What follows belongs to an exercise in optimizing a design on an open flow for small area, a short achievable clock period and few clock cycles per item; a production flow would make more cautious choices. Function was checked by simulation only, so behaviour that the tests miss may differ from the original. Power figures rest on the tool's default switching activity, not on a simulated workload.

<file path="flow/design.v">
package exe_pkg;
   localparam logic [7:0] OP_LV      = 8'h10;
   localparam logic [7:0] OP_SV      = 8'h11;
   localparam logic [7:0] OP_MTC1    = 8'h20;
   localparam logic [7:0] OP_MFC1    = 8'h21;
   localparam logic [7:0] OP_MOV_IMM = 8'h30;
   localparam int E_DVAL  = 0;     
   localparam int E_SMEM  = 32;    
   localparam int E_SSV   = 33;    
   localparam int E_SMTC1 = 34;    
   localparam int E_SWEN  = 35;    
   localparam int E_SWVL  = 36;    
   localparam int E_SVREG = 37;    
   localparam int E_SWIDX = 42;    
   localparam int E_SPLIT = 46;    
   localparam int E_NMEM  = 47;    
   localparam int E_NSV   = 48;
   localparam int E_NMTC1 = 49;
   localparam int E_NWEN  = 50;    
   localparam int E_NVREG = 51;    
   localparam int E_NRIDX = 56;    
   localparam int E_SRSEL = 60;    
   localparam int E_W     = 76;
endpackage
`timescale 1ns/1ps
module opcode_fifo (
   input  logic        clk,
   input  logic        reset,
   input  logic        push,
   input  logic [exe_pkg::E_W-1:0] push_data,
   input  logic        step,
   input  logic        skid_full_next,
   output logic [exe_pkg::E_W-1:0] head,
   output logic        head_valid,
   output logic        full
);
   logic [exe_pkg::E_W-1:0] e0;
   logic v0;
   logic pop, adv;
   logic v0_next, split_next, mem_next;
   assign head       = e0;
   assign head_valid = v0;
   assign pop = step && !e0[exe_pkg::E_SPLIT];
   assign adv = step && e0[exe_pkg::E_SPLIT];
   assign v0_next = push || (v0 && !pop);
   always_comb begin
      if (push) begin
         split_next = push_data[exe_pkg::E_SPLIT];
         mem_next   = push_data[exe_pkg::E_SMEM];
      end else if (adv) begin
         split_next = 1'b0;
         mem_next   = e0[exe_pkg::E_NMEM];
      end else begin
         split_next = e0[exe_pkg::E_SPLIT];
         mem_next   = e0[exe_pkg::E_SMEM];
      end
   end
   always_ff @(posedge clk or negedge reset) begin
      if (!reset) begin
         v0   <= 1'b0;
         full <= 1'b0;
      end else begin
         v0   <= v0_next;
         full <= v0_next && (split_next || (mem_next && skid_full_next));
      end
   end
   always_ff @(posedge clk) begin
      if (push) begin
         e0 <= push_data;
      end else if (adv) begin
         e0[exe_pkg::E_SMEM]       <= e0[exe_pkg::E_NMEM];
         e0[exe_pkg::E_SSV]        <= e0[exe_pkg::E_NSV];
         e0[exe_pkg::E_SMTC1]      <= e0[exe_pkg::E_NMTC1];
         e0[exe_pkg::E_SWEN]       <= e0[exe_pkg::E_NWEN];
         e0[exe_pkg::E_SWVL]       <= 1'b1;
         e0[exe_pkg::E_SVREG +: 5] <= e0[exe_pkg::E_NVREG +: 5];
         e0[exe_pkg::E_SRSEL +: 16] <= 16'b1 << e0[exe_pkg::E_NRIDX +: 4];
         e0[exe_pkg::E_SWIDX +: 4] <= e0[exe_pkg::E_NVREG +: 4];
         e0[exe_pkg::E_SPLIT]      <= 1'b0;
      end
   end
endmodule
`timescale 1ns/1ps
module instr_decode (
   input  logic [31:0] w0,
   input  logic [31:0] w1,
   input  logic        pend,
   input  logic [3:0]  pend_dst,
   output logic [exe_pkg::E_W-1:0] entry,
   output logic        pend_next,
   output logic [3:0]  pend_dst_next
);
   logic [7:0] op0, op1;
   logic lvsv0, mtc1_0, mfc1_0, movi0, rd0;
   logic lvsv1, mtc1_1, mfc1_1, movi1, rd1;
   logic dep_p, dep_n;
   logic split_p, split_n;
   assign op0 = w0[31:24];
   assign op1 = w1[31:24];
   assign lvsv0  = (op0[7:1] == exe_pkg::OP_LV[7:1]);
   assign mtc1_0 = (op0 == exe_pkg::OP_MTC1);
   assign mfc1_0 = (op0 == exe_pkg::OP_MFC1);
   assign movi0  = (op0 == exe_pkg::OP_MOV_IMM);
   assign rd0    = lvsv0 || mtc1_0;
   assign lvsv1  = (op1[7:1] == exe_pkg::OP_LV[7:1]);
   assign mtc1_1 = (op1 == exe_pkg::OP_MTC1);
   assign mfc1_1 = (op1 == exe_pkg::OP_MFC1);
   assign movi1  = (op1 == exe_pkg::OP_MOV_IMM);
   assign rd1    = lvsv1 || mtc1_1;
   assign dep_p = (pend_dst == w1[11:8]);
   assign dep_n = (w0[19:16] == w1[11:8]);
   assign split_p = mfc1_1 || (rd1 && dep_p);
   assign split_n = (rd0 && rd1) || (mfc1_0 && mfc1_1) || (mtc1_0 && (lvsv1 || mfc1_1)) ||
                    (rd1 && mfc1_0 && dep_n);
   assign pend_next     = (pend || !movi0) && movi1;
   assign pend_dst_next = w1[19:16];
   always_comb begin
      entry = '0;
      entry[exe_pkg::E_NMEM]       = lvsv1;
      entry[exe_pkg::E_NSV]        = op1[0];
      entry[exe_pkg::E_NMTC1]      = mtc1_1;
      entry[exe_pkg::E_NWEN]       = mfc1_1;
      entry[exe_pkg::E_NVREG +: 5] = w1[20:16];
      entry[exe_pkg::E_NRIDX +: 4] = w1[11:8];
      if (pend) begin
         entry[exe_pkg::E_DVAL +: 32]  = w0;
         entry[exe_pkg::E_SMEM]        = lvsv1 && !dep_p;
         entry[exe_pkg::E_SSV]         = op1[0];
         entry[exe_pkg::E_SMTC1]       = mtc1_1 && !dep_p;
         entry[exe_pkg::E_SWEN]        = 1'b1;
         entry[exe_pkg::E_SWVL]        = 1'b0;
         entry[exe_pkg::E_SVREG +: 5]  = w1[20:16];
         entry[exe_pkg::E_SRSEL +: 16] = 16'b1 << w1[11:8];
         entry[exe_pkg::E_SWIDX +: 4]  = pend_dst;
         entry[exe_pkg::E_SPLIT]       = split_p;
      end else if (movi0) begin
         entry[exe_pkg::E_DVAL +: 32]  = w1;
         entry[exe_pkg::E_SMEM]        = 1'b0;
         entry[exe_pkg::E_SSV]         = op1[0];
         entry[exe_pkg::E_SMTC1]       = 1'b0;
         entry[exe_pkg::E_SWEN]        = 1'b1;
         entry[exe_pkg::E_SWVL]        = 1'b0;
         entry[exe_pkg::E_SVREG +: 5]  = w1[20:16];
         entry[exe_pkg::E_SRSEL +: 16] = 16'b1 << w1[11:8];
         entry[exe_pkg::E_SWIDX +: 4]  = w0[19:16];
         entry[exe_pkg::E_SPLIT]       = 1'b0;
      end else begin
         entry[exe_pkg::E_DVAL +: 32]  = w1;
         entry[exe_pkg::E_SMEM]        = lvsv0 || (lvsv1 && !mtc1_0 && !(mfc1_0 && dep_n));
         entry[exe_pkg::E_SSV]         = lvsv0 ? op0[0] : op1[0];
         entry[exe_pkg::E_SMTC1]       = mtc1_0 || (mtc1_1 && !rd0 && !(mfc1_0 && dep_n));
         entry[exe_pkg::E_SWEN]        = mfc1_0 || (mfc1_1 && !mtc1_0);
         entry[exe_pkg::E_SWVL]        = 1'b1;
         entry[exe_pkg::E_SVREG +: 5]  = lvsv0 ? w0[20:16] : w1[20:16];
         entry[exe_pkg::E_SRSEL +: 16] = 16'b1 << (rd0 ? w0[11:8] : w1[11:8]);
         entry[exe_pkg::E_SWIDX +: 4]  = mfc1_0 ? w0[19:16] : w1[19:16];
         entry[exe_pkg::E_SPLIT]       = split_n;
      end
   end
endmodule
`timescale 1ns/1ps
module scalar_regfile (
   input  logic        clk,
   input  logic        reset,
   input  logic [15:0] rd_sel,
   output logic [31:0] rd_data,
   input  logic        wr_en,
   input  logic [3:0]  wr_idx,
   input  logic [31:0] wr_data
);
   logic [31:0] regs [16];
   logic [15:0] written;
   always_comb begin
      rd_data = 32'h0;
      for (int i = 0; i < 16; i++) begin
         rd_data = rd_data | (regs[i] & {32{rd_sel[i] && written[i]}});
      end
   end
   always_ff @(posedge clk or negedge reset) begin
      if (!reset) begin
         written <= '0;
      end else if (wr_en) begin
         written[wr_idx] <= 1'b1;
      end
   end
   always_ff @(posedge clk) begin
      if (wr_en) begin
         regs[wr_idx] <= wr_data;
      end
   end
endmodule
`timescale 1ns/1ps
module exe_control (
   input  logic        clk,
   input  logic        reset,
   input  logic [exe_pkg::E_W-1:0] head,
   input  logic        head_valid,
   output logic        step,
   output logic        skid_full_next,
   output logic [15:0] rd_sel,
   input  logic [31:0] rd_data,
   output logic        wr_en,
   output logic [3:0]  wr_idx,
   output logic [31:0] wr_data,
   input  logic        ls_busy,
   output logic        ls_req_valid,
   output logic        ls_req_write,
   output logic [4:0]  ls_req_vreg,
   output logic [31:0] ls_req_addr,
   output logic [31:0] ls_req_length
);
   logic [31:0] vec_len;
   logic        s_mem;
   logic        accept;
   logic        new_req;
   logic        out_load;
   logic        skid_load;
   logic        sk_valid;
   logic        sk_write;
   logic [4:0]  sk_vreg;
   logic [31:0] sk_addr;
   logic [31:0] sk_length;
   assign s_mem   = head[exe_pkg::E_SMEM];
   assign accept  = ls_req_valid && !ls_busy;
   assign step    = head_valid && (!s_mem || !sk_valid || accept);
   assign new_req = step && s_mem;
   assign rd_sel  = head[exe_pkg::E_SRSEL +: 16];
   assign wr_en   = step && head[exe_pkg::E_SWEN];
   assign wr_idx  = head[exe_pkg::E_SWIDX +: 4];
   assign wr_data = head[exe_pkg::E_SWVL] ? vec_len : head[exe_pkg::E_DVAL +: 32];
   assign out_load  = (!ls_req_valid || accept) && (sk_valid || new_req);
   assign skid_load = new_req && ls_req_valid && (sk_valid || !accept);
   assign skid_full_next = (sk_valid && !accept) || skid_load;
   always_ff @(posedge clk or negedge reset) begin
      if (!reset) begin
         vec_len      <= '0;
         ls_req_valid <= 1'b0;
         sk_valid     <= 1'b0;
      end else begin
         if (step && head[exe_pkg::E_SMTC1]) begin
            vec_len <= rd_data;
         end
         ls_req_valid <= (ls_req_valid && !accept) || sk_valid || new_req;
         sk_valid     <= skid_full_next;
      end
   end
   always_ff @(posedge clk) begin
      if (out_load) begin
         if (sk_valid) begin
            ls_req_write  <= sk_write;
            ls_req_vreg   <= sk_vreg;
            ls_req_addr   <= sk_addr;
            ls_req_length <= sk_length;
         end else begin
            ls_req_write  <= head[exe_pkg::E_SSV];
            ls_req_vreg   <= head[exe_pkg::E_SVREG +: 5];
            ls_req_addr   <= rd_data;
            ls_req_length <= vec_len;
         end
      end
      if (skid_load) begin
         sk_write  <= head[exe_pkg::E_SSV];
         sk_vreg   <= head[exe_pkg::E_SVREG +: 5];
         sk_addr   <= rd_data;
         sk_length <= vec_len;
      end
   end
endmodule
`timescale 1ns/1ps
module vector_exe_unit (
   input  logic        clk,
   input  logic        reset,
   input  logic        opcode_vld,
   input  logic [31:0] opcode0,
   input  logic [31:0] opcode1,
   input  logic        ls_busy,
   output logic        inst_buff_full,
   output logic        ls_req_valid,
   output logic        ls_req_write,
   output logic [4:0]  ls_req_vreg,
   output logic [31:0] ls_req_addr,
   output logic [31:0] ls_req_length
);
   logic        pend;
   logic [3:0]  pend_dst;
   logic        pend_next;
   logic [3:0]  pend_dst_next;
   logic [exe_pkg::E_W-1:0] entry;
   logic [exe_pkg::E_W-1:0] head;
   logic        head_valid;
   logic        push;
   logic        step;
   logic        skid_full_next;
   logic [15:0] rd_sel;
   logic [31:0] rd_data;
   logic        wr_en;
   logic [3:0]  wr_idx;
   logic [31:0] wr_data;
   assign push = opcode_vld && !inst_buff_full;
   always_ff @(posedge clk or negedge reset) begin
      if (!reset) begin
         pend <= 1'b0;
      end else if (push) begin
         pend <= pend_next;
      end
   end
   always_ff @(posedge clk) begin
      if (push) begin
         pend_dst <= pend_dst_next;
      end
   end
   instr_decode decoder (.w0(opcode0), .w1(opcode1), .pend(pend), .pend_dst(pend_dst),
      .entry(entry), .pend_next(pend_next), .pend_dst_next(pend_dst_next));
   opcode_fifo buffer (.clk(clk), .reset(reset), .push(push), .push_data(entry),
      .step(step), .skid_full_next(skid_full_next), .head(head), .head_valid(head_valid), .full(inst_buff_full));
   scalar_regfile sregs (.clk(clk), .reset(reset), .rd_sel(rd_sel), .rd_data(rd_data),
      .wr_en(wr_en), .wr_idx(wr_idx), .wr_data(wr_data));
   exe_control executor (.clk(clk), .reset(reset), .head(head), .head_valid(head_valid),
      .step(step), .skid_full_next(skid_full_next), .rd_sel(rd_sel), .rd_data(rd_data), .wr_en(wr_en), .wr_idx(wr_idx),
      .wr_data(wr_data), .ls_busy(ls_busy), .ls_req_valid(ls_req_valid),
      .ls_req_write(ls_req_write), .ls_req_vreg(ls_req_vreg), .ls_req_addr(ls_req_addr),
      .ls_req_length(ls_req_length));
endmodule
</file>
<file path="flow/config.mk">
export PLATFORM = sky130hd
export DESIGN_NAME = vector_exe_unit
export DESIGN_NICKNAME = vector_exe_unit
export VERILOG_FILES = /design/flow/design.v
export SDC_FILE = /design/flow/constraint.sdc
export NUM_CORES = 4
export LEC_CHECK = 0
export CAP_MARGIN = 20
export CORE_MARGIN = 2
export CORE_UTILIZATION = 40
export CTS_CLUSTER_DIAMETER = 60
export CTS_CLUSTER_SIZE = 25
export SETUP_SLACK_MARGIN = 2.0
export SLEW_MARGIN = 20
</file>
<file path="flow/run.sh">
#!/bin/bash
# synth_recipe.tcl (not shown) runs the flow's synth.tcl, then flattens the netlist and writes it again
# the make line also repeats each setting of config.mk as NAME=value (left out here)
make -C /OpenROAD-flow-scripts/flow DESIGN_CONFIG=/design/flow/config.mk WORK_HOME=/design/flow/orfs CLKGATE_MAP_FILE= SYNTH_SCRIPT=/design/flow/synth_recipe.tcl finish
</file>
<file path="flow/constraint.sdc">
create_clock -name core_clock -period 4.0 [get_ports {clk}]
set_input_delay 0.8000 -clock core_clock [delete_from_list [all_inputs] [get_ports {clk}]]
set_output_delay 0.8000 -clock core_clock [all_outputs]
set_load 0.01 [all_outputs]
</file>
==> results.sh, run 1 <==
export IMPL_tns_ns=0
export IMPL_syn_to_final_growth_pct=25.20
export IMPL_drc_errors=0
export IMPL_min_path_type="in2async"
export IMPL_critPathRequiredTime_ns=4.30
export IMPL_instances_no_fill=3086
export IMPL_die_w_um=277.2
export IMPL_synthMuxAreaShare_pct=5.322
export IMPL_overflow=0
export IMPL_clk_pin_slew_ns=0.10
export IMPL_clkSinkCount=781
export IMPL_yosys_most_used_dff="edfxtp_1"
export IMPL_slew_viol_final=0
export IMPL_grt_pass1_vias=17580
export IMPL_final_nets=2153
export IMPL_synthXorXnorAreaFrac_pct=0.2933
export IMPL_timing_fmax_ghz=0.4824
export IMPL_leakage_nw=12.98
export IMPL_io_pins=140
export IMPL_dp_slack_ns=0.6555
export IMPL_setup_viol=0
export IMPL_initial_core_util_pct=40.24
export IMPL_first_pass_iters=5
export IMPL_die_area_um2=76850
export IMPL_synthAdderAreaFrac_pct=0.2095
export IMPL_synth_avg_cell_area_um2=16.60
export IMPL_drtIter0Drc=2248
export IMPL_crit_arrival_ns=2.37
export IMPL_gp_congestion=0.8485
export IMPL_track_usage_pct=21.95
export IMPL_period_needed_ns=2.073
export IMPL_ys_seq_area_share_pct=77.59
export IMPL_tightest_slew_ns=0.9308
export IMPL_whs_ns=0.3123
export IMPL_cts_hold_fix_buffers=0
export IMPL_netlist_area_um2=29860
export IMPL_p_total_mw=22.58
export IMPL_routed_via_density=5.894
export IMPL_grt_antenna_before_repair=1
export IMPL_synth_compound_area_share_pct=9.358
export IMPL_final_cell_mix="726 x edfxtp_1, 128 x a22oi_1, 102 x mux2_2, 88 x buf_4, 83 x nand2_1"
export IMPL_num_vias=18190
export IMPL_grt_pass1_wl_um=123500
export IMPL_cp_end_kind="flip-flop"
export IMPL_synth_edf_count=726
export IMPL_final_common_cell="edfxtp_1"
export IMPL_grt_max_degree=58
export IMPL_synth_distinct_cells=53
export IMPL_yosys_warnings=5
export IMPL_slew_limit_headroom_pct=37.95
export IMPL_yosys_area_share_simple_pct=4.882
export IMPL_cts_buffers=47
export IMPL_power_density_nw_per_um2=604.1
export IMPL_n_antenna_cell=0
export IMPL_wl_um=91090
export IMPL_clock_skew_final_ns=0.03059
export IMPL_postLayoutCellArea_um2=37380
export IMPL_dp_hpwl_um=47220
export IMPL_syn_num_nets=1872
export IMPL_cts_max_level=2
export IMPL_wl_per_cell_um=29.52
export IMPL_synth_top_family_by_area="compound AO/OA/AOI/OAI gates"
export IMPL_insertion_delay_ns=0.62
export IMPL_status="finished clean"
export IMPL_layout_drive_gt1_share_pct=31.74
export IMPL_rsz0062_at_grt="true"
export IMPL_clockBufferDepth=3
export IMPL_period_share_pct=51.82
export IMPL_ant_nets=0
export IMPL_cap_violations=0
export IMPL_post_route_util_pct=50.38
export IMPL_worstPathMaxFanout=16
export IMPL_vdd_drop_max_v=0.0003458
export IMPL_tritoncts="yes"
export IMPL_place_area_um2=32920
export IMPL_core_um2=74200
export IMPL_io_buffer_count=139
export IMPL_rows=100
export IMPL_ys_ff_latch=781
export IMPL_clockRootBuffer="clkbuf_16"
export IMPL_hold_violations=0
export IMPL_start_kind="flip-flop"
export IMPL_dpl_cell_count=2865
export IMPL_die_y_um=277.2
export IMPL_layout_setup_ws_ns=1.927
export IMPL_syn_inst=1799
export IMPL_async_flop_share_pct=6.786
export IMPL_crit_type="reg2reg"
==> sequential cells by signal, summed over array words and instances, names as in the netlist <==
name and cells:
buffer.full 1, sregs.written 16, executor.ls_req_valid 1, executor.ls_req_addr 32, executor.vec_len 32, pend_dst 3
executor.sk_length 32, executor.sk_valid 1, executor.sk_write 1, executor.ls_req_vreg 5, buffer.e0 73, executor.ls_req_length 32
pend 1, executor.sk_vreg 5, buffer.v0 1, executor.sk_addr 32, sregs.regs 512, executor.ls_req_write 1
==> routing by layer <==
metal	GRT usage, %	routed length [um]	vias to the layer above
li1	-	-	7662
met1	30.31	36660	9370
met2	36.51	43780	1002
met3	3.231	8266	155
met4	5.811	2375	0
met5	0	0	-
==> repair_timing <==
action	CTS	global route
gates cloned	15	23
endpoints found under the setup margin	953	509
setup buffers	64	33
gates resized for setup	544	135
pin swaps	94	106
==> power by group <==
group,total [mW],switching [mW],leakage [nW],internal [mW]
registers,11.0,0.428,7.33,10.6
clock network,5.39,2.92,0.768,2.47
logic,6.16,3.81,4.89,2.35
total,22.6,7.15,13.0,15.4
==> path summary, 6_finish.rpt <==
check,from,to,cells after the start,slack [ns]
min in group core_clock,sregs.written[3],sregs.written[3],1,0.45
hold / removal,reset,executor.vec_len[26],1,0.31
max in group asynchronous,reset,executor.vec_len[3],2,2.90
setup reg to reg,executor.ls_req_valid,sregs.regs[4][19],7,1.93
setup / recovery,executor.ls_req_valid,sregs.regs[4][19],7,1.93
hold reg to reg,sregs.written[3],sregs.written[3],1,0.45
==> worst max-delay path, cell delays in order (launching register included) <==
cell and delay, ns:
dfrtp_2 0.43, inv_4 0.05, o211ai_4 0.21, and3_4 0.37, nand2_8 0.10, buf_6 0.13, nor2_4 0.22, buf_12 0.22
==> cell type report <==
type                       count  area, um2
clock buffer                  55       1216
clock inverter                31      389.1
fill                        6002      36820
inverter                      73      279.0
multi-input combinational    843       7326
sequential                   781      23180
tap                          969       1212
timing repair buffer         334       3782
==> kinds of logic (layout without fill, tap and decap cells) <==
logic type | Yosys count | count (layout)
AOI/OAI and AO/OA | 371 | 372
xor gates and xnor gates | 10 | 10
adders and majority gates | 5 | 5
buffers and inverters | 176 | 493
DFF | 781 | 781
muxes | 146 | 146
and+or+nand+nor | 310 | 310
==> synthesized netlist by cell type, types with 7 or more instances <==
cell type	n	area [um2]
a21o_1	15	112.6
a21oi_1	11	55.05
a221oi_1	64	560.5
a22o_1	64	560.5
a22oi_1	132	991.0
and2_1	17	106.4
buf_1	15	56.30
buf_2	13	65.06
clkbuf_1	72	270.3
dfrtp_1	53	1326
edfxtp_1	726	21800
inv_1	72	270.3
mux2_2	102	1149
mux2i_1	44	440.4
nand2_1	89	334.1
nand3_1	79	395.4
nor2_1	70	262.8
nor2b_1	7	43.79
nor3_1	16	80.08
o211ai_1	18	135.1
o21ai_0	20	100.1
o21ai_1	33	165.2
Testbench counts, summed over its fixed seeds: cycles 17,684, items 19,384.
==> run 2, diff against run 1 <==
--- a/flow/config.mk
+++ b/flow/config.mk
@@ -7,8 +7,9 @@
 export LEC_CHECK = 0
 export CAP_MARGIN = 20
 export CORE_MARGIN = 2
-export CORE_UTILIZATION = 40
+export CORE_UTILIZATION = 60
 export CTS_CLUSTER_DIAMETER = 60
 export CTS_CLUSTER_SIZE = 25
+export PLACE_DENSITY = 0.75
 export SETUP_SLACK_MARGIN = 2.0
 export SLEW_MARGIN = 20
==> run 2 against run 1 <==
Net effect: largest cell class unchanged; clock power is 6.7% lower; via count is 3.3% higher; still clean on timing, DRC and antenna; worst hold slack worse by 0.078 ns; synthesized cell count stayed put; first-iteration DRC count is 8.5% higher; critical path depth stayed put; register-to-register slack worse by 0.09 ns; power is 0.91% lower; design area is 1.9% lower.
==> results.sh, run 2 <==
export IMPL_status="finished clean"
export IMPL_period_share_pct=54.08
export IMPL_slew_limit_headroom_pct=36.81
export IMPL_dp_slack_ns=0.5111
export IMPL_top_register="sregs.regs"
export IMPL_synth_area_leaders="edfxtp_1 73%, dfrtp_1 4.4%, mux2_2 3.8%, a22oi_1 3.3%, a221oi_1 1.9%"
export IMPL_final_common_cell="edfxtp_1"
export IMPL_rsz0062_at_grt="true"
export IMPL_syn_num_nets=1872
export IMPL_yosys_most_used_dff="edfxtp_1"
export IMPL_drc_errors=0
export IMPL_ys_seq_area_share_pct=77.59
export IMPL_reg_largest_list="sregs.regs x512, buffer.e0 x73"
export IMPL_r2r_cells=7
export IMPL_layout_drive_gt1_share_pct=31.32
export IMPL_largest_register_ffs=512
export IMPL_hold_violations=0
export IMPL_worstPathMaxFanout=14
export IMPL_crit_arrival_ns=2.47
export IMPL_die_w_um=227.1
export IMPL_cts_hold_fix_buffers=0
export IMPL_track_usage_pct=33.19
export IMPL_yosysTopAreaCell="edfxtp_1"
export IMPL_grt_pass1_vias=17810
export IMPL_setup_viol=0
export IMPL_wl_per_cell_um=32.46
export IMPL_tritoncts="yes"
export IMPL_routed_via_density=6.800
export IMPL_core_um2=49050
export IMPL_ant_nets=0
export IMPL_synth_edf_count=726
export IMPL_overflow=0
export IMPL_grt_antenna_before_repair=1
export IMPL_clk_pin_slew_ns=0.09
export IMPL_tightest_slew_ns=0.9479
export IMPL_async_flop_share_pct=6.786
export IMPL_slew_viol_final=0
export IMPL_io_pins=140
export IMPL_synth_compound_area_share_pct=9.358
export IMPL_grt_pass1_wl_um=120800
export IMPL_min_path_type="in2async"
export IMPL_critPathRequiredTime_ns=4.31
export IMPL_num_vias=18780
export IMPL_yosys_warnings=5
export IMPL_drtIter0Drc=2438
export IMPL_syn_to_final_growth_pct=22.76
export IMPL_cts_buffers=45
export IMPL_reg2reg_from="buffer.e0[65]"
export IMPL_vdd_drop_max_v=0.0003970
export IMPL_timing_fmax_ghz=0.4622
export IMPL_insertion_delay_ns=0.62
export IMPL_final_nets=2140
export IMPL_die_area_um2=51560
export IMPL_final_cell_mix="726 x edfxtp_1, 126 x a22oi_1, 102 x mux2_2, 93 x buf_4, 85 x nand2_1"
export IMPL_synth_distinct_cells=53
export IMPL_regToRegEndpoint="executor.ls_req_addr[22]"
export IMPL_cp_end_kind="flip-flop"
export IMPL_die_y_um=227.1
export IMPL_synth_common_cells="726 x edfxtp_1, 132 x a22oi_1, 102 x mux2_2"
export IMPL_netlist_area_um2=29860
export IMPL_fill_cells=2786
export IMPL_grt_max_degree=57
export IMPL_tns_ns=0
export IMPL_synth_most_common_cell="edfxtp_1"
export IMPL_clkSinkCount=781
export IMPL_syn_inst=1799
export IMPL_layout_setup_ws_ns=1.837
export IMPL_wl_um=89660
export IMPL_synth_avg_cell_area_um2=16.60
export IMPL_whs_ns=0.2339
export IMPL_cts_max_level=2
export IMPL_synthAdderAreaFrac_pct=0.2095
export IMPL_yosys_area_share_simple_pct=4.882
export IMPL_gp_congestion=0.8797
export IMPL_n_antenna_cell=0
export IMPL_first_pass_iters=8
export IMPL_period_needed_ns=2.163
export IMPL_ys_ff_latch=781
export IMPL_io_buffer_count=139
export IMPL_synthMuxAreaShare_pct=5.322
export IMPL_rows=81
export IMPL_power_density_nw_per_um2=610.5
export IMPL_instances_no_fill=2762
export IMPL_synth_top_area_share_pct=73.02
export IMPL_synth_top_family_by_area="compound AO/OA/AOI/OAI gates"
export IMPL_clockRootBuffer="clkbuf_16"
export IMPL_leakage_nw=12.87
export IMPL_clockBufferDepth=3
export IMPL_synthXorXnorAreaFrac_pct=0.2933
export IMPL_reg2reg_slack_ns=1.84
export IMPL_crit_type="reg2reg"
export IMPL_start_kind="flip-flop"
export IMPL_cap_violations=0
export IMPL_dpl_cell_count=2550
export IMPL_clock_skew_final_ns=0.02655
export IMPL_dp_hpwl_um=44440
export IMPL_initial_core_util_pct=60.87
-- run 2: cell count changes in the layout (fill, tap and decap cells not counted), sizes merged --
cell and change:
buf -2, bufbuf +4, bufinv -2, clkbuf -19, clkdlybuf4s15 +1, clkdlybuf4s50 -2
clkinv +5, clkinvlp -4, dlygate4sd2 +2, inv -2
-- run 2: kinds of logic (layout without fill, tap and decap cells) --
logic type | count (synthesis) | in the layout
DFF | 781 | 781
AOI/OAI and AO/OA | 371 | 372
and+or+nand+nor | 310 | 310
buffers and inverters | 176 | 474
muxes | 146 | 146
xor gates and xnor gates | 10 | 10
adders and majority gates | 5 | 5
-- run 2: metal layers --
layer	vias up	part of all wire (%)	track usage, %
li1	7599	-	-
met1	9482	35	44.45
met2	1426	49	53.31
met3	275	11	6.647
met4	0	4.9	15.26
met5	-	0	0
-- run 2: what timing repair did --
| action | 4_1_cts | 5_1_grt |
|---|---|---|
| setup buffers | 63 | 43 |
| setup endpoints to repair | 830 | 372 |
| resized for setup | 578 | 118 |
| pin swaps | 110 | 109 |
| cloned | 19 | 9 |
-- run 2: area by class of cell --
| type | count | area, um2 | area share (%) |
|---|---|---|---|
| Clock buffer | 50 | 1145 | 3.124 |
| Clock inverter | 28 | 276.5 | 0.7544 |
| Inverter | 73 | 289.0 | 0.7886 |
| Multi-Input combinational cell | 843 | 7375 | 20.12 |
| Sequential cell | 781 | 23170 | 63.22 |
| Tap cell | 664 | 830.8 | 2.267 |
| Timing Repair Buffer | 323 | 3563 | 9.722 |
-- run 2: critical path, cell delays in order (launching register included) --
cell      delay, ns
edfxtp_1       0.44
and2_4         0.21
buf_12         0.16
a22o_1         0.25
a221oi_4       0.27
nand3_2        0.17
nor2_4         0.21
mux2i_1        0.12
-- run 2: worst max path at each step --
stage / startpoint / to / slack (ns)
final: buffer.e0[65] / executor.ls_req_addr[22] / 1.84
after global routing: buffer.e0[65] / executor.ls_req_addr[22] / 1.84
after CTS: buffer.e0[73] / executor.ls_req_addr[24] / 1.93
after detailed placement: ls_busy / sregs.regs[1][27] / 0.51
after global placement: ls_busy / sregs.regs[1][14] / 0.55
after floorplan: ls_busy / executor.sk_addr[0] / 0.99
-- run 2: report_power, final --
group	internal (mW)	total [mW]	switching, mW
sequential	10.6	11.0	0.437
combinational	2.43	6.31	3.88
clock	2.19	5.03	2.83
total	15.2	22.4	7.15
-- run 2: stage by stage --
step                area (um2)  power [mW]  util [%]
CTS                      35550       21.66     72.46
finish                   36650       22.38     74.72
floorplan                30070       13.78         -
global route             36650       22.96     74.72
detailed placement       32380       16.01     66.01
global placement         32380       15.83     66.01
==> run 3, diff against run 2 <==
==> flow/config.mk (replaced) <==
export PLATFORM = sky130hd
export DESIGN_NAME = vector_exe_unit
export DESIGN_NICKNAME = vector_exe_unit
export VERILOG_FILES = /design/flow/design.v
export SDC_FILE = /design/flow/constraint.sdc
export NUM_CORES = 4
export LEC_CHECK = 0
export CAP_MARGIN = 20
export CORE_MARGIN = 2
export CORE_UTILIZATION = 40
export CTS_CLUSTER_DIAMETER = 90
export CTS_CLUSTER_SIZE = 30
export SETUP_SLACK_MARGIN = 1.9
export SLEW_MARGIN = 20
==> run 3 against run 2 <==
Net effect: highest routed layer is now met5; still clean on timing, DRC and antenna; via count is 4.8% lower; design area shrank 0.69%; sequential share of layout area up 0.44 points; clock-buffer cell count rose by 1; die area rose by 49%.
==> results.sh, run 3 <==
export IMPL_syn_inst=1799
export IMPL_first_pass_iters=5
export IMPL_swShare_pct=31.37
export IMPL_die_y_um=277.2
export IMPL_period_share_pct=54.08
export IMPL_clockRootBuffer="clkbuf_16"
export IMPL_timing_fmax_ghz=0.4622
export IMPL_yosys_warnings=5
export IMPL_min_path_type="in2async"
export IMPL_clk_pin_slew_ns=0.12
export IMPL_cts_max_level=1
export IMPL_insertion_delay_ns=0.64
export IMPL_async_flop_share_pct=6.786
export IMPL_synth_distinct_cells=53
export IMPL_core_um2=74200
export IMPL_final_nets=2130
export IMPL_synth_area_leaders="edfxtp_1 73%, dfrtp_1 4.4%, mux2_2 3.8%, a22oi_1 3.3%, a221oi_1 1.9%"
export IMPL_final_cell_mix="726 x edfxtp_1, 132 x a22oi_1, 102 x mux2_2, 96 x buf_4, 83 x nand2_1"
export IMPL_num_vias=17880
export IMPL_cts_buffers=30
export IMPL_yosysTopAreaCell="edfxtp_1"
export IMPL_tightest_slew_ns=0.8814
export IMPL_largest_register_ffs=512
export IMPL_clkSinkCount=781
export IMPL_n_antenna_cell=0
export IMPL_dp_hpwl_um=47300
export IMPL_post_route_util_pct=49.06
export IMPL_grt_pass1_wl_um=118800
export IMPL_drtIter0Drc=2112
export IMPL_syn_to_final_growth_pct=21.91
export IMPL_track_usage_pct=21.12
export IMPL_power_density_nw_per_um2=574.8
export IMPL_ys_seq_area_share_pct=77.59
export IMPL_synth_most_common_cell="edfxtp_1"
export IMPL_p_total_mw=20.92
export IMPL_seqPwrFrac_pct=52.7
export IMPL_synth_top_area_share_pct=73.02
export IMPL_yosys_most_used_dff="edfxtp_1"
export IMPL_hold_violations=0
export IMPL_drc_errors=0
export IMPL_cap_violations=0
export IMPL_synth_common_cells="726 x edfxtp_1, 132 x a22oi_1, 102 x mux2_2"
export IMPL_setup_viol=0
export IMPL_overflow=0
export IMPL_worstPathMaxFanout=8
export IMPL_syn_num_nets=1872
export IMPL_tritoncts="yes"
export IMPL_tns_ns=0
export IMPL_fill_cells=6121
export IMPL_reg_largest_list="sregs.regs x512, buffer.e0 x73"
export IMPL_vdd_drop_max_v=0.0003613
export IMPL_die_w_um=277.2
export IMPL_switchingPower_mw=6.563
export IMPL_final_common_cell="edfxtp_1"
export IMPL_ant_nets=0
export IMPL_dp_slack_ns=0.7130
export IMPL_period_needed_ns=2.163
export IMPL_initial_core_util_pct=40.24
export IMPL_wl_um=88330
export IMPL_die_area_um2=76850
export IMPL_leakage_nw=12.47
export IMPL_layout_drive_gt1_share_pct=27.02
export IMPL_status="finished clean"
export IMPL_ys_ff_latch=781
export IMPL_grt_max_degree=71
export IMPL_cp_end_kind="flip-flop"
export IMPL_slew_limit_headroom_pct=41.24
export IMPL_top_register="sregs.regs"
export IMPL_crit_arrival_ns=2.52
export IMPL_combinationalPowerShare_pct=28.7
export IMPL_io_pins=140
export IMPL_rsz0062_at_grt="true"
export IMPL_layout_setup_ws_ns=1.837
export IMPL_clock_skew_final_ns=0.02607
export IMPL_clockPowerShare_pct=18.6
export IMPL_critPathRequiredTime_ns=4.35
export IMPL_io_buffer_count=139
export IMPL_start_kind="flip-flop"
export IMPL_routed_via_density=5.865
export IMPL_synth_avg_cell_area_um2=16.60
export IMPL_slew_viol_final=0
export IMPL_netlist_area_um2=29860
export IMPL_p_int_mw=14.36
export IMPL_clockBufferDepth=3
export IMPL_grt_pass1_vias=17100
export IMPL_gp_congestion=0.8473
export IMPL_synth_edf_count=726
export IMPL_grt_antenna_before_repair=4
export IMPL_rows=100
export IMPL_wl_per_cell_um=28.97
export IMPL_cts_hold_fix_buffers=0
export IMPL_crit_type="reg2reg"
-- run 3: changes by cell type in the layout (fill, tap and decap cells not counted), sizes merged --
cell / change
and2: +1
dlygate4sd2: +8
clkinv: -12
o211a: -1
clkdlybuf4s15: +17
clkinvlp: +1
bufbuf: -8
buf: -35
dlymetal6s2s: -3
clkdlybuf4s50: +4
inv: -13
clkbuf: +23
-- run 3: logic make-up (layout without fill, tap and decap cells) --
group,after synthesis,count (layout),share of synthesized area (%)
flops,781,781,77.59
compound gates,371,371,9.358
simple gates,310,311,4.882
buf+inv,176,456,2.343
mux,146,146,5.322
xor+xnor,10,10,0.2933
fa+ha+maj,5,5,0.2095
-- run 3: final cells by class --
type / instances / area (um2) / share of cell area (%)
inverters: 73 / 285.3 / 0.7837
flip-flops and latches: 781 / 23170 / 63.67
clock buffers: 51 / 850.8 / 2.337
clock inverters: 4 / 35.03 / 0.09625
repair buffers: 328 / 3731 / 10.25
multi-input cells: 843 / 7111 / 19.53
well taps: 969 / 1212 / 3.331
-- run 3: stage by stage --
stage | cell area (um2) | instances | hold WS, ns
floorplan | 30040 | 1799 | 0.4203
global placement | 32850 | 2861 | 0.4299
detailed placement | 32850 | 2861 | 0.4363
CTS | 35130 | 2978 | 0.2785
global route | 36400 | 3049 | 0.2913
finish | 36400 | 3049 | 0.2528
-- run 3: final timing paths --
kind	start	end	slack [ns]	cells past startpoint
min	reset	executor.vec_len[21]	0.25	1
max	executor.ls_req_valid	sregs.regs[0][16]	1.84	9
max in group asynchronous	reset	sregs.written[1]	3.00	2
max reg2reg	executor.ls_req_valid	sregs.regs[0][16]	1.84	9
min reg2reg	buffer.e0[39]	executor.sk_vreg[2]	0.47	0
min in group core_clock	buffer.e0[39]	executor.sk_vreg[2]	0.47	0
-- run 3: critical path, stage by stage (launching register included) --
cell and delay [ns]:
dfrtp_2 0.39, buf_6 0.12, clkinvlp_4 0.11, o211ai_4 0.18, and3_4 0.23, buf_12 0.14, nand2_8 0.07, nor3_4 0.20
buf_4 0.21, clkbuf_16 0.21
-- run 3: power groups by stage --
stage	combinational [mW]	clock (mW)	sequential (mW)
detailed placement	4.86	0	11.3
global route	6.37	4.18	11.1
floorplan	2.60	0	11.2
global placement	4.79	0	11.3
finish	6.01	3.89	11.0
CTS	5.65	3.92	11.0
-- run 3: timing repair --
| item | 4_1_cts | 5_1_grt |
|---|---|---|
| endpoints found under the setup margin | 803 | 505 |
| cloned | 9 | 24 |
| pin swaps | 89 | 72 |
| resized for setup | 426 | 129 |
| setup buffers | 53 | 47 |
-- run 3: routing by layer --
layer | vias to the layer above | share of wire, % | GRT usage [%]
met3 | 144 | 8.8 | 3.079
met4 | 4 | 3.3 | 6.034
met5 | - | 0.026 | 0
li1 | 7570 | - | -
met1 | 9268 | 40 | 29.16
met2 | 896 | 48 | 34.97
==> run 4, diff against run 3 <==
--- a/flow/config.mk
+++ b/flow/config.mk
@@ -5,10 +5,11 @@
 export SDC_FILE = /design/flow/constraint.sdc
 export NUM_CORES = 4
 export LEC_CHECK = 0
+export ABC_AREA = 1
 export CAP_MARGIN = 20
 export CORE_MARGIN = 2
 export CORE_UTILIZATION = 40
 export CTS_CLUSTER_DIAMETER = 90
 export CTS_CLUSTER_SIZE = 30
-export SETUP_SLACK_MARGIN = 1.9
+export SETUP_SLACK_MARGIN = 2.0
 export SLEW_MARGIN = 20
==> run 4 against run 3 <==
Net effect: first-iteration DRC count fell by 1.5%; clock-buffer cell count did not move; clock skew rose by 0.021 ns; critical endpoint is now executor.ls_req_addr[3]; fmax fell by 1.1%; power rose by 17%; wire length fell by 6.3%; still clean on timing, DRC and antenna; area after synthesis rose by 2.3%; worst setup slack got worse by 0.023 ns; final cell count rose by 21%.
==> results.sh, run 4 <==
export IMPL_initial_core_util_pct=40.29
export IMPL_reg2reg_slack_ns=1.81
export IMPL_core_um2=75820
export IMPL_min_path_type="in2async"
export IMPL_clockBufferDepth=3
export IMPL_reg_largest_list="sregs.regs x512, buffer.e0 x73"
export IMPL_ys_ff_latch=781
export IMPL_period_share_pct=54.67
export IMPL_hold_violations=0
export IMPL_overflow=0
export IMPL_async_flop_share_pct=6.786
export IMPL_rsz0062_at_grt="true"
export IMPL_synth_edf_count=726
export IMPL_die_area_um2=78600
export IMPL_leakage_nw=13.46
export IMPL_top_layer="met4"
export IMPL_first_pass_iters=6
export IMPL_clock_skew_final_ns=0.04689
export IMPL_die_w_um=280.4
export IMPL_largest_register_ffs=512
export IMPL_wl_um=82800
export IMPL_critical_path_buf_inv_count=3
export IMPL_setup_viol=0
export IMPL_worstPathMaxFanout=5
export IMPL_critPathRequiredTime_ns=4.41
export IMPL_place_area_um2=33760
export IMPL_tightest_slew_ns=1.104
export IMPL_yosysTopAreaCell="edfxtp_1"
export IMPL_cap_violations=0
export IMPL_vdd_drop_max_v=0.0003438
export IMPL_grt_pass1_vias=19130
export IMPL_die_y_um=280.4
export IMPL_grt_pass1_wl_um=120600
export IMPL_final_nets=2761
export IMPL_n_antenna_cell=0
export IMPL_crit_family="simple AND/OR/NAND/NOR gates"
export IMPL_syn_inst=2392
export IMPL_track_usage_pct=20.48
export IMPL_synth_distinct_cells=38
export IMPL_postLayoutCellArea_um2=37380
export IMPL_yosys_warnings=5
export IMPL_cp_slowest_cell="edfxtp_1"
export IMPL_synth_most_common_cell="edfxtp_1"
export IMPL_synth_top_area_share_pct=71.36
export IMPL_grt_antenna_before_repair=1
export IMPL_drc_errors=0
export IMPL_syn_num_nets=2465
export IMPL_netlist_area_um2=30550
export IMPL_grt_max_degree=96
export IMPL_clk_pin_slew_ns=0.12
export IMPL_ant_nets=0
export IMPL_drtIter0Drc=2081
export IMPL_tritoncts="yes"
export IMPL_start_kind="flip-flop"
export IMPL_gp_congestion=0.8510
export IMPL_period_needed_ns=2.187
export IMPL_clkSinkCount=781
export IMPL_status="finished clean"
export IMPL_timing_fmax_ghz=0.4573
export IMPL_tns_ns=0
export IMPL_io_buffer_count=139
export IMPL_slew_limit_headroom_pct=26.31
export IMPL_cp_end_kind="flip-flop"
export IMPL_synth_avg_cell_area_um2=12.77
export IMPL_met1_length_um=34350
export IMPL_syn_to_final_growth_pct=22.36
export IMPL_path_cells="nand2_4 -> clkinvlp_4 -> buf_12 -> buf_8 -> nand2_2 -> nand4_1 -> nor3_4 -> nand4_1 -> nand2_1 -> nand2_1"
export IMPL_power_density_nw_per_um2=653.7
export IMPL_wl_per_cell_um=22.44
export IMPL_cts_buffers=31
export IMPL_crit_type="reg2reg"
export IMPL_slew_viol_final=0
export IMPL_insertion_delay_ns=0.64
export IMPL_layout_drive_gt1_share_pct=22.38
export IMPL_dr_wl_met3_um=5213
export IMPL_dp_hpwl_um=51330
export IMPL_ys_seq_area_share_pct=75.84
export IMPL_rows=101
export IMPL_clockRootBuffer="clkbuf_16"
export IMPL_crit_arrival_ns=2.59
export IMPL_num_vias=19980
export IMPL_synth_common_cells="726 x edfxtp_1, 623 x nand2_1, 262 x nand3_1"
export IMPL_top_register="sregs.regs"
export IMPL_wl_met2_um=40350
export IMPL_final_common_cell="edfxtp_1"
export IMPL_max_stage_delay_ns=0.43
export IMPL_io_pins=140
export IMPL_yosys_most_used_dff="edfxtp_1"
export IMPL_routed_via_density=5.414
export IMPL_cts_max_level=1
export IMPL_synth_area_leaders="edfxtp_1 71%, nand2_1 7.7%, dfrtp_1 4.3%, nand3_1 4.3%, o21ai_0 1.9%"
export IMPL_final_cell_mix="726 x edfxtp_1, 550 x nand2_1, 236 x nand3_1, 133 x buf_4, 103 x inv_1"
run 4: kinds of logic after synthesis:
| family | Yosys count | synth area share [%] |
|---|---|---|
| AO/OA/AOI/OAI | 297 | 5.886 |
| XOR/XNOR | 6 | 0.1720 |
| adder cells (fa/ha/maj) | 5 | 0.2048 |
| buffers and inverters | 230 | 2.896 |
| flip-flops | 781 | 75.84 |
| AND/OR/NAND/NOR | 1073 | 15.01 |
run 4: per-layer routing:
metal,vias up,GRT usage (%)
met5,-,0
met4,0,5.951
met3,115,2.365
met2,721,34.36
met1,10020,28.19
li1,9121,-
run 4: through the flow:
step,util [%],total power [mW],std cells,hold slack (ns),worst slack (ns)
final,49.30,24.43,3690,0.3238,1.813
after global routing,49.30,25.47,3690,0.3657,1.742
after CTS,48.11,23.94,3667,0.3364,1.797
after detailed placement,44.53,18.94,3484,0.4308,0.7293
after global placement,44.52,18.79,3483,0.4253,0.7697
after floorplan,-,15.35,2392,0.4249,1.250
run 4: path summary, 6_finish.rpt:
path                                startpoint                       to  cells past startpoint
max in group asynchronous                reset        sregs.written[10]                      2
setup reg to reg                 buffer.e0[68]  executor.ls_req_addr[3]                     10
min in group core_clock    executor.vec_len[2]    executor.sk_length[2]                      0
hold reg to reg            executor.vec_len[2]    executor.sk_length[2]                      0
hold / removal                           reset      executor.vec_len[4]                      1
setup / recovery                 buffer.e0[68]  executor.ls_req_addr[3]                     10
run 4: what timing repair did:
action                                  in CTS  in global routing
pin swaps                                   84                 83
endpoints found under the setup margin    1037                655
setup buffers                              117                 20
gates resized for setup                    518                194
gates cloned                                 9                  3
hold buffers                                 0                  0
run 4: final cells by class:
type,instances,area (um2)
clock buffer,51,870.8
clock inverter,6,76.32
fill,6507,38440
inverter,121,516.7
multi-input combinational,1382,7864
sequential,781,23190
tap,978,1224
timing repair buffer,367,3612
timing repair inverter,4,27.53
run 4: power by group:
| part | leakage, nW | switching, mW | total, mW | internal, mW |
|---|---|---|---|---|
| Sequential | 7.26 | 0.562 | 11.8 | 11.2 |
| Clock | 0.451 | 2.41 | 3.96 | 1.54 |
| Combinational | 5.75 | 5.66 | 8.67 | 3.01 |
| Total | 13.5 | 8.63 | 24.4 | 15.8 |
==> run 5, diff against run 4 <==
--- a/flow/config.mk
+++ b/flow/config.mk
@@ -5,11 +5,11 @@
 export SDC_FILE = /design/flow/constraint.sdc
 export NUM_CORES = 4
 export LEC_CHECK = 0
-export ABC_AREA = 1
 export CAP_MARGIN = 20
 export CORE_MARGIN = 2
 export CORE_UTILIZATION = 40
 export CTS_CLUSTER_DIAMETER = 90
 export CTS_CLUSTER_SIZE = 30
+export PLACE_DENSITY = 0.7
 export SETUP_SLACK_MARGIN = 2.0
 export SLEW_MARGIN = 20
==> run 5 against run 4 <==
Net effect: still clean; synthesized cell count decreased by 25%; clock power decreased by 1%; wire length increased by 8.7%; worst setup slack improved by 0.017 ns; sequential share of layout area decreased by 0.062 points; flip-flop and latch count unchanged; die area decreased by 2.2%; critical path type unchanged; largest cell class unchanged; largest power group unchanged; highest routed layer is now met5.
==> results.sh, run 5 <==
export IMPL_status="finished clean"
export IMPL_crit_type="reg2reg"
export IMPL_grt_max_degree=71
export IMPL_yosys_most_used_dff="edfxtp_1"
export IMPL_multi_input_area_um2=7450
export IMPL_start_kind="flip-flop"
export IMPL_num_vias=18780
export IMPL_track_usage_pct=21.02
export IMPL_wl_um=89990
export IMPL_final_common_cell="edfxtp_1"
export IMPL_grt_antenna_before_repair=2
export IMPL_vdd_drop_max_v=0.0004032
export IMPL_fill_cells=5805
export IMPL_place_area_um2=32820
export IMPL_routed_via_density=6.065
export IMPL_async_flop_share_pct=6.786
export IMPL_syn_to_final_growth_pct=25.24
export IMPL_clkSinkCount=781
export IMPL_drtIter0Drc=3004
export IMPL_final_seq_area_um2=23170
export IMPL_cts_hold_fix_buffers=0
export IMPL_synth_edf_count=726
export IMPL_cts_max_level=1
export IMPL_grt_pass1_wl_um=119800
export IMPL_clockRootBuffer="clkbuf_16"
export IMPL_layout_drive_gt1_share_pct=32.17
export IMPL_leakage_nw=12.97
export IMPL_syn_num_nets=1872
export IMPL_largest_register_ffs=512
export IMPL_post_route_util_pct=50.40
export IMPL_grt_pass1_vias=17650
export IMPL_initial_core_util_pct=40.24
export IMPL_ant_nets=0
export IMPL_dp_slack_ns=0.7457
export IMPL_io_pins=140
export IMPL_rows=100
export IMPL_postLayoutCellArea_um2=37390
export IMPL_cts_buffers=30
export IMPL_wl_per_cell_um=29.07
export IMPL_tns_ns=0
export IMPL_setup_viol=0
export IMPL_instances_no_fill=3096
export IMPL_slew_viol_final=0
export IMPL_synth_avg_cell_area_um2=16.60
export IMPL_die_w_um=277.2
export IMPL_final_nets=2175
export IMPL_top_register="sregs.regs"
export IMPL_synth_common_cells="726 x edfxtp_1, 132 x a22oi_1, 102 x mux2_2"
export IMPL_slew_limit_headroom_pct=61.75
export IMPL_die_y_um=277.2
export IMPL_ys_seq_area_share_pct=77.59
export IMPL_yosys_warnings=5
export IMPL_first_pass_iters=8
export IMPL_critPathRequiredTime_ns=4.35
export IMPL_dp_hpwl_um=45090
export IMPL_clockBufferDepth=3
export IMPL_crit_arrival_ns=2.52
export IMPL_synth_most_common_cell="edfxtp_1"
export IMPL_hold_violations=0
export IMPL_netlist_area_um2=29860
export IMPL_gp_congestion=0.8494
export IMPL_power_density_nw_per_um2=573.9
export IMPL_synth_area_leaders="edfxtp_1 73%, dfrtp_1 4.4%, mux2_2 3.8%, a22oi_1 3.3%, a221oi_1 1.9%"
export IMPL_tritoncts="yes"
export IMPL_whs_ns=0.07632
export IMPL_ys_ff_latch=781
export IMPL_clock_skew_final_ns=0.02831
export IMPL_insertion_delay_ns=0.65
export IMPL_dpl_cell_count=2857
export IMPL_syn_inst=1799
export IMPL_synth_top_area_share_pct=73.02
export IMPL_synth_distinct_cells=53
export IMPL_clk_pin_slew_ns=0.12
export IMPL_layout_setup_ws_ns=1.830
export IMPL_min_path_type="in2async"
export IMPL_tightest_slew_ns=0.5684
export IMPL_final_cell_mix="726 x edfxtp_1, 123 x a22oi_1, 102 x mux2_2, 96 x buf_4, 81 x nand2_1"
export IMPL_reg_largest_list="sregs.regs x512, buffer.e0 x73"
export IMPL_drc_errors=0
export IMPL_period_needed_ns=2.170
export IMPL_io_buffer_count=139
export IMPL_cp_end_kind="flip-flop"
export IMPL_period_share_pct=54.26
export IMPL_yosysTopAreaCell="edfxtp_1"
export IMPL_core_um2=74200
export IMPL_p_total_mw=21.46
export IMPL_cap_violations=0
export IMPL_rsz0062_at_grt="true"
export IMPL_timing_fmax_ghz=0.4608
export IMPL_overflow=0
export IMPL_die_area_um2=76850
export IMPL_worstPathMaxFanout=8
## run 5: path summary, 6_finish.rpt
path	startpoint	to	cells after the start	slack (ns)
hold reg to reg	buffer.e0[38]	executor.sk_vreg[1]	0	0.44
max in group asynchronous	reset	executor.sk_valid	2	2.96
setup reg to reg	executor.ls_req_valid	sregs.regs[5][7]	10	1.83
setup / recovery	executor.ls_req_valid	sregs.regs[5][7]	10	1.83
hold / removal	reset	executor.vec_len[24]	1	0.08
min in group core_clock	buffer.e0[38]	executor.sk_vreg[1]	0	0.44
## run 5: per-layer routing
metal	routed length [um]	GRT usage [%]
met5	45	0.06254
met4	4217	6.257
met3	10000	3.071
met2	42740	34.91
met1	32980	28.80
## run 5: cells by family (layout without fill, tap and decap cells)
family,Yosys count,in the layout,share of synthesized area [%]
muxes,146,146,5.322
adders and majority gates,5,5,0.2095
AOI/OAI and AO/OA,371,371,9.358
and+or+nand+nor,310,311,4.882
xor gates and xnor gates,10,10,0.2933
DFF,781,781,77.59
other,0,1,0
buffers and inverters,176,502,2.343
## run 5: area by class of cell
type	count	share of cell area, %
well taps	969	3.242
inverters	73	0.7461
repair buffers	373	11.71
clock buffers	52	2.312
diodes	1	0.006692
flip-flops and latches	781	61.97
clock inverters	4	0.08365
multi-input cells	843	19.92
## run 5: worst max-delay path: stages, from the launching register on
cell	delay, ns
dfrtp_2	0.40
buf_6	0.12
inv_6	0.04
o211ai_4	0.19
and3_4	0.29
buf_6	0.15
nand2_8	0.07
buf_6	0.14
nor2_4	0.13
buf_12	0.16
clkbuf_16	0.19
## run 5: power by group
group          internal, mW  leakage [nW]  switching, mW
clock                  1.51         0.430           2.41
sequential             10.6          7.33          0.441
combinational          2.59          5.21           3.92
total                  14.7          13.0           6.76
## run 5: timing repair
action / in CTS / in global routing
pin swaps: 117 / 118
setup buffers: 72 / 71
endpoints found under the setup margin: 847 / 475
gates resized for setup: 581 / 159
gates cloned: 19 / 20
==> run 6, diff against run 5 <==
--- a/flow/config.mk
+++ b/flow/config.mk
@@ -10,6 +10,6 @@
 export CORE_UTILIZATION = 40
 export CTS_CLUSTER_DIAMETER = 90
 export CTS_CLUSTER_SIZE = 30
-export PLACE_DENSITY = 0.7
+export PLACE_DENSITY = 0.5
 export SETUP_SLACK_MARGIN = 2.0
 export SLEW_MARGIN = 20
==> run 6 against run 5 <==
Net effect: synthesized cell count did not move; non-clock buffer count is 20 lower; power increased by 2.3%; worst setup slack improved by 0.089 ns; global-route usage rose by 1.8 points; wire length is 1.1% higher; largest cell class unchanged; final cell count decreased by 0.74%; area after synthesis stayed put; flip-flop and latch count unchanged; critical endpoint is now executor.sk_addr[29]; first-iteration DRC count fell by 44%; still clean on timing, DRC and antenna; die area did not move.
==> results.sh, run 6 <==
export IMPL_yosys_warnings=5
export IMPL_timing_fmax_ghz=0.4804
export IMPL_hold_violations=0
export IMPL_final_common_cell="edfxtp_1"
export IMPL_slew_limit_headroom_pct=39.61
export IMPL_tightest_slew_ns=0.9059
export IMPL_tns_ns=0
export IMPL_r2r_cells=8
export IMPL_synth_top_family_by_area="compound AO/OA/AOI/OAI gates"
export IMPL_setup_viol=0
export IMPL_crit_type="reg2reg"
export IMPL_cp_end_kind="flip-flop"
export IMPL_ys_ff_latch=781
export IMPL_ant_nets=0
export IMPL_leakage_nw=12.83
export IMPL_num_vias=17560
export IMPL_initial_core_util_pct=40.24
export IMPL_critPathRequiredTime_ns=4.37
export IMPL_insertion_delay_ns=0.60
export IMPL_place_area_um2=32950
export IMPL_track_usage_pct=22.81
export IMPL_rsz0062_at_grt="true"
export IMPL_die_w_um=277.2
export IMPL_yosys_area_share_simple_pct=4.882
export IMPL_synthAdderAreaFrac_pct=0.2095
export IMPL_period_needed_ns=2.081
export IMPL_min_path_type="in2async"
export IMPL_postLayoutCellArea_um2=36760
export IMPL_synth_compound_area_share_pct=9.358
export IMPL_async_flop_share_pct=6.786
export IMPL_io_pins=140
export IMPL_tritoncts="yes"
export IMPL_final_nets=2159
export IMPL_die_y_um=277.2
export IMPL_synth_avg_cell_area_um2=16.60
export IMPL_power_density_nw_per_um2=597.5
export IMPL_synth_top_area_share_pct=73.02
export IMPL_vdd_drop_max_v=0.0003240
export IMPL_fill_cells=6245
export IMPL_grt_max_degree=56
export IMPL_wl_um=90960
export IMPL_largest_register_ffs=512
export IMPL_cts_max_level=2
export IMPL_setup_worst_path_start="buffer.e0[64]"
export IMPL_drc_errors=0
export IMPL_grt_antenna_before_repair=2
export IMPL_synth_common_cells="726 x edfxtp_1, 132 x a22oi_1, 102 x mux2_2"
export IMPL_max_stage_delay_ns=0.44
export IMPL_synth_edf_count=726
export IMPL_synth_area_leaders="edfxtp_1 73%, dfrtp_1 4.4%, mux2_2 3.8%, a22oi_1 3.3%, a221oi_1 1.9%"
export IMPL_reg2reg_from="buffer.e0[64]"
export IMPL_core_um2=74200
export IMPL_synth_most_common_cell="edfxtp_1"
export IMPL_synth_distinct_cells=53
export IMPL_worstPathMaxFanout=7
export IMPL_clock_skew_final_ns=0.02650
export IMPL_cap_violations=0
export IMPL_p_total_mw=21.96
export IMPL_slew_viol_final=0
export IMPL_cp_slowest_cell="edfxtp_1"
export IMPL_drtIter0Drc=1674
export IMPL_syn_to_final_growth_pct=23.11
export IMPL_top_register="sregs.regs"
export IMPL_die_area_um2=76850
export IMPL_crit_arrival_ns=2.45
export IMPL_netlist_area_um2=29860
export IMPL_rows=100
export IMPL_start_kind="flip-flop"
export IMPL_yosysTopAreaCell="edfxtp_1"
export IMPL_status="finished clean"
export IMPL_synthMuxAreaShare_pct=5.322
export IMPL_syn_inst=1799
export IMPL_routed_via_density=5.716
export IMPL_clockBufferDepth=3
export IMPL_cts_buffers=35
export IMPL_period_share_pct=52.03
export IMPL_whs_ns=0.3177
export IMPL_gp_congestion=0.8392
export IMPL_synthXorXnorAreaFrac_pct=0.2933
export IMPL_reg_largest_list="sregs.regs x512, buffer.e0 x73"
export IMPL_n_antenna_cell=0
export IMPL_yosys_most_used_dff="edfxtp_1"
export IMPL_final_cell_mix="726 x edfxtp_1, 126 x a22oi_1, 117 x buf_4, 102 x mux2_2, 83 x nand2_1"
export IMPL_first_pass_iters=7
export IMPL_syn_num_nets=1872
export IMPL_dp_hpwl_um=51480
export IMPL_grt_pass1_vias=17470
export IMPL_clkSinkCount=781
export IMPL_layout_drive_gt1_share_pct=32.46
export IMPL_overflow=0
export IMPL_wl_per_cell_um=29.60
export IMPL_worstSetupEndpoint="executor.sk_addr[29]"
export IMPL_clockRootBuffer="clkbuf_16"
export IMPL_reg2reg_slack_ns=1.92
export IMPL_clk_pin_slew_ns=0.10
export IMPL_ys_seq_area_share_pct=77.59
export IMPL_io_buffer_count=139
export IMPL_regToRegEndpoint="executor.sk_addr[29]"
export IMPL_path_cells="and2_4 -> buf_12 -> a22o_1 -> a221oi_2 -> nand3_1 -> nor2_4 -> buf_6 -> inv_2"
export IMPL_grt_pass1_wl_um=126500
[run 6: repair_timing]
item | 4_1_cts | 5_1_grt
hold buffers | 0 | 0
endpoints found under the hold margin | 0 | 0
setup endpoints to repair | 776 | 432
setup buffers | 81 | 49
gates resized for setup | 572 | 121
gates cloned | 6 | 9
pin swaps | 111 | 106
[run 6: worst max-delay path: cells and delay by family, from the launching register on]
kind	cells	cell delay (ns)
buffers and inverters	3	0.34
AO/OA/AOI/OAI	2	0.39
flip-flops	1	0.44
AND/OR/NAND/NOR	3	0.68
[run 6: power by group]
group	switching, mW	internal, mW
logic	3.92	2.48
registers	0.397	10.6
clock network	2.61	1.95
total	6.93	15.0
[run 6: how the worst min path moves through the flow]
| stage | start | to | slack, ns | cells after the start |
|---|---|---|---|---|
| 6_report | reset | executor.vec_len[21] | 0.32 | 1 |
| 5_1_grt | reset | executor.vec_len[21] | 0.36 | 1 |
| 4_1_cts | reset | executor.vec_len[31] | 0.32 | 1 |
| 3_5_place_dp | sregs.written[10] | sregs.written[10] | 0.44 | 1 |
| 3_3_place_gp | sregs.written[3] | sregs.written[3] | 0.43 | 1 |
| 2_1_floorplan | sregs.written[10] | sregs.written[10] | 0.42 | 1 |
[run 6: cell type report]
cell class / count / area, um2 / area share (%)
Sequential cell: 781 / 23170 / 63.04
Multi-Input combinational cell: 842 / 7353 / 20.00
Timing Repair Buffer: 353 / 3592 / 9.773
Tap cell: 969 / 1212 / 3.298
Clock buffer: 37 / 925.9 / 2.519
Inverter: 73 / 274.0 / 0.7455
Clock inverter: 18 / 226.5 / 0.6161
[run 6: metrics by stage]
step | setup WS [ns] | util (%) | instances
2_1_floorplan | 0.9936 | - | 1799
3_3_place_gp | 0.6323 | 44.40 | 2873
3_5_place_dp | 0.5943 | 44.41 | 2873
4_1_cts | 1.850 | 48.06 | 3015
5_1_grt | 1.877 | 49.54 | 3073
6_report | 1.919 | 49.54 | 3073
[run 6: metal layers]
metal	global-route usage, %	part of all wire (%)
met3	1.730	4.9
met1	31.30	43
met5	0	0
met2	40.37	51
met4	3.902	1.5
[run 6: cell families (layout without fill, tap and decap cells)]
logic type | Yosys count | count (layout)
compound gates | 371 | 371
xor+xnor | 10 | 10
fa+ha+maj | 5 | 5
buf+inv | 176 | 481
flops | 781 | 781
mux | 146 | 146
simple gates | 310 | 310
==> run 7, diff against run 6 <==
--- a/flow/config.mk
+++ b/flow/config.mk
@@ -10,6 +10,5 @@
 export CORE_UTILIZATION = 40
 export CTS_CLUSTER_DIAMETER = 90
 export CTS_CLUSTER_SIZE = 30
-export PLACE_DENSITY = 0.5
-export SETUP_SLACK_MARGIN = 2.0
+export SETUP_SLACK_MARGIN = 2.05
 export SLEW_MARGIN = 20
==> run 7 against run 6 <==
Net effect: still clean; register-to-register slack got worse by 0.09 ns; area after synthesis unchanged; wire length increased by 10%; sequential power hardly changed; critical path depth is 4 higher; global-route usage grew 0.12 points; design area grew 5.7%; clock skew fell by 0.00055 ns; synthesized cell count is the same; clock-buffer cell count increased by 16; critical path type unchanged.
==> results.sh, run 7 <==
export IMPL_num_vias=19150
export IMPL_dp_hpwl_um=47150
export IMPL_period_needed_ns=2.170
export IMPL_worstPathMaxFanout=8
export IMPL_syn_num_nets=1872
export IMPL_n_antenna_cell=0
export IMPL_rows=100
export IMPL_cp_end_kind="flip-flop"
export IMPL_status="finished clean"
export IMPL_synth_area_leaders="edfxtp_1 73%, dfrtp_1 4.4%, mux2_2 3.8%, a22oi_1 3.3%, a221oi_1 1.9%"
export IMPL_slew_viol_final=0
export IMPL_grt_antenna_before_repair=2
export IMPL_grt_pass1_vias=17720
export IMPL_synth_distinct_cells=53
export IMPL_tightest_slew_ns=0.9674
export IMPL_clkSinkCount=781
export IMPL_p_total_mw=21.95
export IMPL_crit_family="buffers and inverters"
export IMPL_ant_nets=0
export IMPL_instances_no_fill=3151
export IMPL_yosysTopAreaCell="edfxtp_1"
export IMPL_critical_path_buf_inv_count=8
export IMPL_top_register="sregs.regs"
export IMPL_io_buffer_count=139
export IMPL_cap_violations=0
export IMPL_async_flop_share_pct=6.786
export IMPL_setup_viol=0
export IMPL_overflow=0
export IMPL_period_share_pct=54.24
export IMPL_slew_limit_headroom_pct=35.51
export IMPL_tns_ns=0
export IMPL_yosys_warnings=5
export IMPL_die_w_um=277.2
export IMPL_routed_via_density=6.077
export IMPL_cts_max_level=1
export IMPL_synth_common_cells="726 x edfxtp_1, 132 x a22oi_1, 102 x mux2_2"
export IMPL_crit_type="reg2reg"
export IMPL_switchingPower_mw=7.011
export IMPL_rsz0062_at_grt="true"
export IMPL_grt_pass1_wl_um=127000
export IMPL_reg2reg_slack_ns=1.83
export IMPL_combinationalPowerShare_pct=31.9
export IMPL_ys_seq_area_share_pct=77.59
export IMPL_grt_util_met2_pct=37.56
export IMPL_clockRootBuffer="clkbuf_16"
export IMPL_final_nets=2231
export IMPL_dpl_cell_count=2859
export IMPL_top_usage_layer="met2"
export IMPL_final_common_cell="edfxtp_1"
export IMPL_timing_fmax_ghz=0.4609
export IMPL_synth_most_common_cell="edfxtp_1"
export IMPL_p_int_mw=14.94
export IMPL_drtIter0Drc=2462
export IMPL_max_stage_delay_ns=0.38
export IMPL_syn_inst=1799
export IMPL_clockBufferDepth=3
export IMPL_die_y_um=277.2
export IMPL_insertion_delay_ns=0.64
export IMPL_path_cells="buf_6 -> inv_4 -> o211ai_2 -> and3_4 -> buf_6 -> nand2_8 -> buf_6 -> buf_6 -> nor2_4 -> buf_8 -> buf_12 -> buf_16"
export IMPL_syn_to_final_growth_pct=30.17
export IMPL_clockPowerShare_pct=17.9
export IMPL_gp_congestion=0.8774
export IMPL_yosys_most_used_dff="edfxtp_1"
export IMPL_vdd_drop_max_v=0.0003496
export IMPL_synth_edf_count=726
export IMPL_reg_largest_list="sregs.regs x512, buffer.e0 x73"
export IMPL_synth_avg_cell_area_um2=16.60
export IMPL_tritoncts="yes"
export IMPL_wl_um=100200
export IMPL_use_met3_pct=5.121
export IMPL_ys_ff_latch=781
export IMPL_wl_per_cell_um=31.79
export IMPL_grt_max_degree=71
export IMPL_critPathMostFrequentCell="buf_6"
export IMPL_drc_errors=0
export IMPL_die_area_um2=76850
export IMPL_power_density_nw_per_um2=564.8
export IMPL_netlist_area_um2=29860
export IMPL_clock_skew_final_ns=0.02595
export IMPL_hold_violations=0
export IMPL_synth_top_area_share_pct=73.02
export IMPL_core_um2=74200
export IMPL_clk_pin_slew_ns=0.11
export IMPL_io_pins=140
export IMPL_final_cell_mix="726 x edfxtp_1, 113 x a22oi_1, 102 x mux2_2, 87 x buf_4, 82 x nand2_1"
export IMPL_cts_buffers=30
export IMPL_seqPwrFrac_pct=50.2
export IMPL_min_path_type="in2async"
export IMPL_met1_usage_pct=30.20
export IMPL_crit_arrival_ns=2.53
export IMPL_initial_core_util_pct=40.24
export IMPL_leakage_nw=13.56
export IMPL_start_kind="flip-flop"
export IMPL_critPathRequiredTime_ns=4.37
export IMPL_layout_drive_gt1_share_pct=35.93
export IMPL_largest_register_ffs=512
export IMPL_first_pass_iters=6
export IMPL_whs_ns=0.2912
export IMPL_cts_hold_fix_buffers=0
export IMPL_track_usage_pct=22.92
export IMPL_swShare_pct=31.94
export IMPL_cp_slowest_cell="dfrtp_2"
[run 7: layout make-up]
| class | count | area [um2] |
|---|---|---|
| inverters | 73 | 279.0 |
| well taps | 969 | 1212 |
| clock inverters | 3 | 37.54 |
| clock buffers | 53 | 862.1 |
| repair buffers | 428 | 5575 |
| multi-input cells | 844 | 7724 |
| fillers | 5781 | 35330 |
| flip-flops and latches | 781 | 23170 |
[run 7: path summary, 6_finish.rpt]
| kind | to | cells after the start | start |
|---|---|---|---|
| max in group asynchronous | sregs.written[15] | 2 | reset |
| worst min register to register | sregs.written[9] | 1 | sregs.written[9] |
| worst max-delay path | sregs.regs[5][13] | 12 | executor.ls_req_valid |
| min in group core_clock | sregs.written[9] | 1 | sregs.written[9] |
| worst max register to register | sregs.regs[5][13] | 12 | executor.ls_req_valid |
| worst min-delay path | executor.vec_len[26] | 1 | reset |
[run 7: routing by layer]
| layer | vias up | wire [um] |
|---|---|---|
| met1 | 9788 | 36980 |
| met5 | - | 23 |
| met2 | 1316 | 46820 |
| met3 | 265 | 11700 |
| li1 | 7777 | - |
| met4 | 4 | 4654 |
[run 7: cells by family (layout without fill, tap and decap cells)]
| kind of cell | after synthesis | count (layout) | synth area share [%] |
|---|---|---|---|
| buffers and inverters | 176 | 557 | 2.343 |
| adders and majority gates | 5 | 5 | 0.2095 |
| muxes | 146 | 146 | 5.322 |
| DFF | 781 | 781 | 77.59 |
| xor gates and xnor gates | 10 | 10 | 0.2933 |
| and+or+nand+nor | 310 | 312 | 4.882 |
| AOI/OAI and AO/OA | 371 | 371 | 9.358 |
[run 7: power by group through the flow]
stage	sequential, mW	combinational, mW	clock, mW
finish	11.0	7.00	3.94
CTS	11.0	6.09	3.94
global placement	11.2	4.82	0
floorplan	11.2	2.60	0
detailed placement	11.3	4.91	0
global route	11.1	7.30	4.22
[run 7: repair_timing]
action,in CTS,in global routing
gates resized for setup,633,212
pin swaps,123,156
gates cloned,29,35
buffers inserted,94,78
hold endpoints to repair,0,0
setup endpoints to repair,863,730
[run 7: stage by stage]
step                utilization [%]  area (um2)  worst slack [ns]
global route                  52.38       38860             1.820
CTS                           49.07       36410             1.872
detailed placement            44.37       32920            0.8013
global placement              44.37       32920            0.8135
finish                        52.38       38860             1.830
floorplan                         -       30100            0.9936
[run 7: worst register-to-register path, delay by kind of cell, from the launching register on]
family | cells | cell delay, ns
AO/OA/AOI/OAI | 1 | 0.17
buffers and inverters | 8 | 0.93
flip-flops | 1 | 0.38
AND/OR/NAND/NOR | 3 | 0.41

re-timing with driven ports:
Ports are ideal in the flow. The routed layouts listed here were re-timed in OpenROAD.
Step 1 assumes that a clkbuf_16 drives the clock port and a buf_2 every other input.
Step 2, shift: input delay + t, output delay - t, t = (earliest + latest rising clock arrival at the registers) / 2. This alone moves slack from input paths to output paths.
Three values: ideal ports, drivers, drivers and shift; two values: the first two.
run	t, ns	slack for setup (ns)	cell pins on the clock port's net
run 1	0.669	1.927 / 1.926 / 1.397	1
run 2	0.673	1.837 / 1.837 / 1.280	1
run 3	0.692	1.837 / 1.798 / 1.181	1
run 4	0.679	1.813 / 1.813 / 1.426	1
run 5	0.692	1.830 / 1.830 / 1.355	1
run 6	0.655	1.919 / 1.919 / 1.344	1
run 7	0.699	1.830 / 1.830 / 1.289	1
After both steps setup and hold are still met in every run listed. The setup slack of run 3, which loses most, moves by -0.039 ns with the drivers and by -0.656 ns with both steps.
